From an optimization exercise on the open Yosys and OpenROAD flow, aimed at small area, a short achievable clock period and few clock cycles per item; shortcuts taken in it are not production practice.
Function was checked by simulation only, so behaviour that the tests miss may differ from the original.

Setup of build 49:
## iir_biquad_sched
module iir_biquad_sched (
    input  logic               clk,
    input  logic               rst,
    input  logic               sample_valid,
    input  logic signed [15:0] din,
    output logic signed [15:0] dout,
    output logic               dout_valid,
    output logic               busy,
    output logic               overrun,
    input  logic               cfg_we,
    input  logic [5:0]         cfg_addr,
    input  logic [15:0]        cfg_wdata,
    output logic               cfg_err,
    input  logic               hist_clr
);
    logic [2:0] ph_q;
    logic       busy_q;      
    logic       calc_q;      
    logic       redo_q;      
    logic       dirty_q;     
    logic       overrun_q, cfg_err_q;
    logic [3:0] sel_q;       
    logic [3:0] psel_q;      
    logic [3:0] ysel_q;      
    logic [3:0][4:0][15:0] coef_q;
    logic [3:0][4:0]       shr_q;
    logic [3:0][3:0]       shl_q;
    logic [3:0][15:0]      x1_q, x2_q, y1_q, y2_q;
    logic [3:0][4:0]       cv_q;
    logic [3:0]            fx1_q, fx2_q, fy1_q, fy2_q;
    logic [3:0][4:0]       cv_d;
    logic [3:0]            fx1_d, fx2_d, fy1_d, fy2_d;
    logic [3:0][8:0]       rs_q;
    logic [3:0]            sel_d, psel_d;
    logic [33:0]        sa_q, sb_q, acc_q;
    logic [4:0]         shr_c_q;
    logic [3:0]         shl_c_q;
    logic [5:0]         dsh_c_q;     
    logic [33:0]        pa_q, pb_q;  
    logic [15:0]        xin_q;
    logic open_c;
    assign open_c = !busy_q;
    logic [2:0] cfg_sec, cfg_idx;
    logic       cfg_ok, take, clr, fast, done_sec;
    assign cfg_sec  = cfg_addr[5:3];
    assign cfg_idx  = cfg_addr[2:0];
    assign cfg_ok   = cfg_we && open_c && !cfg_sec[2] && (cfg_idx != 3'd7);
    assign take     = sample_valid && open_c;
    assign clr      = hist_clr && open_c;
  ...
Size in the first run: roughly 63 I/O pins.
clock: 11.0 ns
lec_check: 0
abc_area: 1
cap_margin: 20
core_margin: 2
core_utilization: 40
setup_slack_margin: 5
slew_margin: 20
standard.sh (not shown) runs the stock make flow with config.mk's settings and CLKGATE_MAP_FILE= SYNTH_SCRIPT=/design/flow/synth_recipe.tcl, a recipe that flattens the netlist after the stock synthesis.
==> flow/flow/run.sh <==
#!/bin/bash
# Standard layout, with one step added after the standard synthesis:
# flow/invopt.py re-chooses the polarity of the full adders (and xor/xnor
# gates) of the synthesized netlist to drop the inverters between them, and
# flow/combeq.py checks on random vectors that the new netlist computes the
# same register inputs and outputs. Registers are left as synthesized.
set -euo pipefail
R=$PWD/orfs/results/sky130hd/iir_biquad_sched/base
bash standard.sh "$R/1_2_yosys.v" > synth.log 2>&1
cp "$R/1_2_yosys.v" yosys_standard.v
python3 flow/invopt.py yosys_standard.v yosys_invopt.v > invopt.log 2>&1
python3 flow/combeq.py yosys_standard.v yosys_invopt.v 16 > combeq.log 2>&1
grep -q 'equal$' combeq.log
cp yosys_invopt.v "$R/1_2_yosys.v"
touch "$R/1_2_yosys.v"
bash standard.sh finish SETUP_SLACK_MARGIN=6 > finish.log 2>&1
Other scripts of this flow, unchanged in this note and not shown: flow/flow/combeq.py, flow/flow/invopt.py
Testbench counts of build 49, summed over its fixed seeds: cycles 6,424, items 1,600.
[inputs] build 37 vs build 49
-- flow/flow/run.sh --
<<< build 49, line 16
bash standard.sh finish SETUP_SLACK_MARGIN=6 > finish.log 2>&1
>>> build 37, line 16
bash standard.sh finish > finish.log 2>&1
-- flow/config.mk --
<<< build 49, line 14
>>> build 37, line 14
export TNS_END_PERCENT = 5
## What came out
Build 37: flow completed, timing, DRC and antenna clean
Build 49 → build 37: final cell area excluding filler cells decreased about 8%.
Build 37 packs its core more loosely than build 49.
Number of endpoints failing setup at the final stage: build 49 vs build 37 identical
Setup changes, build 37 to build 86
-- flow/flow/run.sh --
<<< build 37, line 16
bash standard.sh finish > finish.log 2>&1
>>> build 86, line 16
bash standard.sh finish SETUP_SLACK_MARGIN=6 > finish.log 2>&1
-- flow/config.mk --
<<< build 37, line 11
export CORE_UTILIZATION = 40
>>> build 86, line 11
export CORE_UTILIZATION = 55
export PLACE_DENSITY = 0.7
<<< build 37, line 14
export TNS_END_PERCENT = 5
>>> build 86, line 15
Results
Every stage of the flow completed for build 86, and the final layout passed the timing, design-rule and antenna checks.
Number of cells traversed by the worst register-to-register path in build 86 is 1 above build 37.
Worst setup slack on build 86 is ahead of build 37.
Origin of the worst setup path = din[9]: build 86; origin of the worst setup path = rs_q[21]: build 37
Build 37 reports its worst setup path endpoint as pb_q[20] while build 86 reports sb_q[20].
The area of the die in build 86 sits about 27% below the value recorded for build 37.
In build 86 the worst-skew pair later-pin latency turned out 0.02 ns lower than in build 37.
Build 86: clock-cell share of area lower than build 37
Modified inputs, build 62 compared to build 86
-- flow/flow/run.sh --
<<< build 86, line 16
bash standard.sh finish SETUP_SLACK_MARGIN=6 > finish.log 2>&1
>>> build 62, line 16
bash standard.sh finish > finish.log 2>&1
-- flow/config.mk --
<<< build 86, line 9
export CAP_MARGIN = 20
>>> build 62, line 9
export CAP_MARGIN = 5
<<< build 86, line 11
export CORE_UTILIZATION = 55
export PLACE_DENSITY = 0.7
>>> build 62, line 11
export CORE_UTILIZATION = 40
<<< build 86, line 14
export SLEW_MARGIN = 20
>>> build 62, line 13
export SLEW_MARGIN = 5
### Flow results
Build 62: PASS, flow complete, no timing, DRC or antenna violations
Compare build 86 and build 62 | placer's final routability congestion estimate lower: build 62
The lower worst stage delay on the critical path came out of build 62.
Compared to build 86, the router laid down less metal wire for build 62.
Build 62 vs build 86 on fmax: build 62 is the lower one.

========
Setup of build 58:
Starting RTL as in the previous note.
Settings: LEC_CHECK=0, ABC_AREA=1, CAP_MARGIN=20, CORE_MARGIN=2, CORE_UTILIZATION=40, CTS_BUF_LIST=sky130_fd_sc_hd__clkbuf_4 sky130_fd_sc_hd__clkbuf_8, SETUP_SLACK_MARGIN=5, SLEW_MARGIN=20; clock period 11.0 ns.
==> flow/flow/run.sh <==
#!/bin/bash
# Standard layout, with one step added after the standard synthesis:
# flow/invopt.py re-chooses the polarity of the full adders (and xor/xnor
# gates) of the synthesized netlist to drop the inverters between them, and
# flow/combeq.py checks on random vectors that the new netlist computes the
# same register inputs and outputs. Registers are left as synthesized.
set -euo pipefail
R=$PWD/orfs/results/sky130hd/iir_biquad_sched/base
bash standard.sh "$R/1_2_yosys.v" > synth.log 2>&1
cp "$R/1_2_yosys.v" yosys_standard.v
python3 flow/invopt.py yosys_standard.v yosys_invopt.v > invopt.log 2>&1
python3 flow/combeq.py yosys_standard.v yosys_invopt.v 16 > combeq.log 2>&1
grep -q 'equal$' combeq.log
cp yosys_invopt.v "$R/1_2_yosys.v"
touch "$R/1_2_yosys.v"
bash standard.sh finish > finish.log 2>&1
Other scripts of this flow, unchanged in this note and not shown: flow/flow/combeq.py, flow/flow/invopt.py
Testbench counts of build 58, summed over its fixed seeds: cycles 6,424, items 1,600.
Relative to build 58, the following input files were edited for build 43:
diff --git a/flow/config.mk b/flow/config.mk
--- a/flow/config.mk
+++ b/flow/config.mk
@@ -11,3 +11,2 @@
 export CORE_UTILIZATION = 40
-export CTS_BUF_LIST = sky130_fd_sc_hd__clkbuf_4 sky130_fd_sc_hd__clkbuf_8
 export SETUP_SLACK_MARGIN = 5
Notes after the runs:
Compared with build 58, in build 43 minimum clock period after layout climbed 0.028 ns, core utilization barely changed, fraction of met3 tracks used by global routing dropped 0.45 points, via density per instance barely changed.
From build 58 to build 43 the numbers moved as follows: final cycle utilization of the critical path +0.25 points; sequential share of layout area ~0 delta; area of combinational cells with multiple inputs -0.59%.
Build 43 vs build 58: global-route wire length before repair down slightly
sky130_fd_sc_hd__fa_1 as the cell with the largest stage delay on the worst path was reported by build 43, and sky130_fd_sc_hd__fa_2 by build 58.
> inputs changed (build 43 -> build 12)
diff --git a/flow/config.mk b/flow/config.mk
--- a/flow/config.mk
+++ b/flow/config.mk
@@ -11,2 +11,4 @@
 export CORE_UTILIZATION = 40
+export CTS_BUF_LIST = sky130_fd_sc_hd__clkbuf_2 sky130_fd_sc_hd__clkbuf_4
+export CTS_CLUSTER_SIZE = 20
 export SETUP_SLACK_MARGIN = 5
==> run notes <==
Between build 43 and build 12, the post-route minimum period is higher for build 12. The start point of the critical path comes out sb_q[20] in one run and sa_q[0] in the other, namely in build 43 and build 12 respectively. Build 43 reports its worst setup path endpoint as sb_q[20] while build 12 reports dout[4]. Delta (build 12 minus build 43): number of global-route vias before repair increased by 2.5% relative to the old numbers.

what the ideal ports hide:
Ports are ideal in the flow. The routed layouts listed here were re-timed in OpenROAD. Step 1: set_driving_cell puts a clkbuf_16 on clk and a buf_2 on each other input, an assumption about the parent block. Step 2 moves the port delays by t, midway between the first and last clock arrival at a register: inputs arrive t later, outputs are due t later. That takes back most of the time a late clock gives input paths. Three values: ideal ports, drivers, drivers and shift; two values: the first two.
| run | t, ns | setup WS [ns] | worst setup path after step 2 | clock arrival spread, ns | pins driven straight from the clock port |
|---|---|---|---|---|---|
| build 49 | 0.766 | 5.221 / 5.262 / 4.499 | input to register | 0.093 / 0.093 | 1 |
| build 37 | 0.793 | 4.891 / 4.876 / 4.594 | input to register | 0.062 / 0.062 | 1 |
| build 86 | 0.778 | 5.192 / 5.224 / 4.472 | input to register | 0.048 / 0.049 | 1 |
| build 62 | 0.788 | 5.136 / 5.055 / 4.567 | input to register | 0.076 / 0.075 | 1 |
| build 58 | 0.968 | 5.090 / 5.016 / 4.584 | input to register | 0.085 / 0.086 | 1 |
| build 43 | 0.791 | 5.062 / 5.043 / 4.582 | input to register | 0.089 / 0.088 | 1 |
| build 12 | 1.292 | 4.895 / 4.822 / 4.614 | input to register | 0.119 / 0.119 | 1 |
After both steps setup and hold are still met in every run listed. The setup slack of build 49, which loses most, moves by +0.041 ns with the drivers and by -0.722 ns with both steps.
